Background: an optimization exercise with open tools, aiming at small area. Do not read the settings as production practice. Only simulation tests tie the RTL to the original design; equivalence was not proved.

== main ==
// signal_gen_top
module signal_gen_top
(
  input  logic          clk_user_bufg,
  input  logic          rst_glb,
  input  logic          dds_reset,
  input  logic [111:0]  dds_cfg,       
  input  logic [63:0]   vc_cfg,        
  input  logic [29:0]   fsc_req,       
  output logic [31:0]   iq,            
  output logic [29:0]   fsc,           
  output logic [15:0]   vc_triangle,
  output logic [15:0]   vc_dac_data
);
For scale: ~3000 cells after synthesis, about 300 I/O pins, about 0.031 mm^2 of cells after synthesis.
export LEC_CHECK = 0
export CAP_MARGIN = 0
export CORE_MARGIN = 2
export CORE_UTILIZATION = 60
export CTS_BUF_LIST = sky130_fd_sc_hd__clkbuf_4
export SLEW_MARGIN = 0
export SYNTH_HIERARCHICAL = 1
export SYNTH_MINIMUM_KEEP_SIZE = 0
create_clock -name core_clock -period 12.0 [get_ports {clk_user_bufg}]
run.sh (not shown) runs the stock make flow with config.mk's settings and CLKGATE_MAP_FILE= SYNTH_SCRIPT=/design/flow/synth_recipe.tcl, a recipe that flattens the netlist after the stock synthesis.
main went all the way through the flow, and no timing, DRC or antenna check failed.
Edits applied to the flow inputs when going from main to the feature branch:
# main
export LEC_CHECK = 0
export CAP_MARGIN = 0
export CORE_MARGIN = 2
export CORE_UTILIZATION = 60
export CTS_BUF_LIST = sky130_fd_sc_hd__clkbuf_4
export SLEW_MARGIN = 0
export SYNTH_HIERARCHICAL = 1
export SYNTH_MINIMUM_KEEP_SIZE = 0
create_clock -name core_clock -period 12.0 [get_ports {clk_user_bufg}]
# the feature branch
export LEC_CHECK = 0
export CAP_MARGIN = 20
export CORE_MARGIN = 2
export CORE_UTILIZATION = 60
export CTS_BUF_LIST = sky130_fd_sc_hd__clkbuf_4
export SLEW_MARGIN = 20
export SYNTH_HIERARCHICAL = 1
export SYNTH_MINIMUM_KEEP_SIZE = 0
create_clock -name core_clock -period 12.0 [get_ports {clk_user_bufg}]
==> flow/flow/run.sh (new file) <==
#!/bin/bash
# Layout: the standard ORFS flow (standard.sh, which runs the standard
# synthesis unchanged), with two settings of its own:
#  - the port buffers that buffer_ports puts on every input and output are
#    the platform's smallest buffer (buf_1) instead of its default pick;
#  - after global routing, repair_timing -recover_power downsizes gates on
#    paths with positive slack (ORFS's RECOVER_POWER step).
# make's full output goes to flow_make.log here; each ORFS step keeps its own
# log under orfs/logs/.
set -euo pipefail
cd "$(dirname "$0")/.."
bash standard.sh \
  "BUFFER_PORTS_ARGS=-buffer_cell sky130_fd_sc_hd__buf_1" \
  "RECOVER_POWER=100" \
  finish > flow_make.log 2>&1
==> flow/standard.sh (new file) <==
#!/bin/bash
# synth_recipe.tcl (not shown) runs the flow's synth.tcl, then flattens the netlist and writes it again
# the make line also repeats each setting of config.mk as NAME=value (left out here)
make -C /OpenROAD-flow-scripts/flow DESIGN_CONFIG=/design/flow/config.mk WORK_HOME=/design/flow/orfs CLKGATE_MAP_FILE= SYNTH_SCRIPT=/design/flow/synth_recipe.tcl "${@:-finish}"
removed: flow/run.sh
Worst-skew pair later-pin latency: main vs the feature branch — no meaningful difference. Comparing main and the feature branch, final wirelength is lower on the feature branch. ~same number of standard cells in the layout, taps in and fillers out in main and the feature branch. Relative to main, worst slew slack as a fraction of its limit has decreased by 190 points in the feature branch. Sort main and the feature branch by least setup slack across all paths after layout, ascending, and the feature branch comes first. The feature branch reports its critical path's slowest cell as xor2_1 while main reports nor2_1. On the feature branch: proportion of cell area occupied by registers is 0.91 points higher than what main gave. The layout from the feature branch, despite a flow that completed every stage, fails the layout checks, with the failing checks listed as max-capacitance violations, max-slew violations.

## sierra
Starting RTL as in the previous note.
clock: 12.0 ns
lec_check: 0
cap_margin: 20
core_margin: 2
core_utilization: 60
cts_buf_list: sky130_fd_sc_hd__clkbuf_4
slew_margin: 20
synth_hierarchical: 1
synth_minimum_keep_size: 0
standard.sh (not shown) runs the stock make flow with config.mk's settings and CLKGATE_MAP_FILE= SYNTH_SCRIPT=/design/flow/synth_recipe.tcl, a recipe that flattens the netlist after the stock synthesis.
==> flow/flow/run.sh <==
#!/bin/bash
set -euo pipefail
cd "$(dirname "$0")/.."
bash standard.sh "BUFFER_PORTS_ARGS=-buffer_cell sky130_fd_sc_hd__buf_1" \
  "CTS_ARGS=-sink_clustering_enable -repair_clock_nets -dont_use_dummy_load -buf_list sky130_fd_sc_hd__clkbuf_4 -sink_clustering_size 30" \
  finish > flow_make.log 2>&1
Relative to sierra, the following input files were edited for maple:
==> flow/flow/run.sh <==
#!/bin/bash
# Layout: the standard ORFS flow (standard.sh, which also runs the
# standard synthesis unchanged), with one change: buffer_ports, which puts a
# buffer on every input and output port, uses the platform's smallest buffer
# (sky130_fd_sc_hd__buf_1) instead of its default pick. repair_design still
# sizes or buffers those nets where slew or capacitance needs it.
# make's full output goes to flow_make.log in this folder; each ORFS step
# keeps its own log under orfs/logs/.
set -euo pipefail
cd "$(dirname "$0")/.."
bash standard.sh "BUFFER_PORTS_ARGS=-buffer_cell sky130_fd_sc_hd__buf_1" finish > flow_make.log 2>&1
==> run notes <==
~same post-route fraction of the period consumed by the critical path in sierra and maple
Against sierra, maple reports a routed wire length that is higher.
Between maple and sierra, it is maple whose final period demand of the worst path is lower, by 5.8 ps.
The final-layout clock buffer total in sierra is 0.76 times that in maple.
sierra → maple: buffer and inverter count on the worst path was more or less identical, number of cells traversed by the worst hold path was more or less identical.
Setup slack on maple is ahead of sierra.

[separate check: timing with driven ports]
The results above use ideal ports. As a check the final layouts listed here were re-extracted and re-timed, cells and wires unchanged.
Step 1 assumes that a clkbuf_16 drives the clock port and a buf_2 every other input.
Step 2, shift: input delay + t, output delay - t, t = (earliest + latest rising clock arrival at the registers) / 2. This alone moves slack from input paths to output paths.
Slacks: no drivers / after step 1 / after step 2; pairs: no drivers / after step 1.
| run | t, ns | setup WS [ns] | latest minus earliest clock arrival (ns) |
|---|---|---|---|
| main | 0.824 | 1.466 / 1.466 / 0.686 | 0.071 / 0.071 |
| the feature branch | 0.837 | 0.867 / 0.867 / 0.867 | 0.073 / 0.072 |
| sierra | 0.792 | 1.621 / 1.621 / 1.166 | 0.083 / 0.083 |
| maple | 0.834 | 1.627 / 1.627 / 1.142 | 0.071 / 0.071 |
The setup slack of main, which loses most, moves by 0.000 ns with the drivers and by -0.780 ns with both steps.
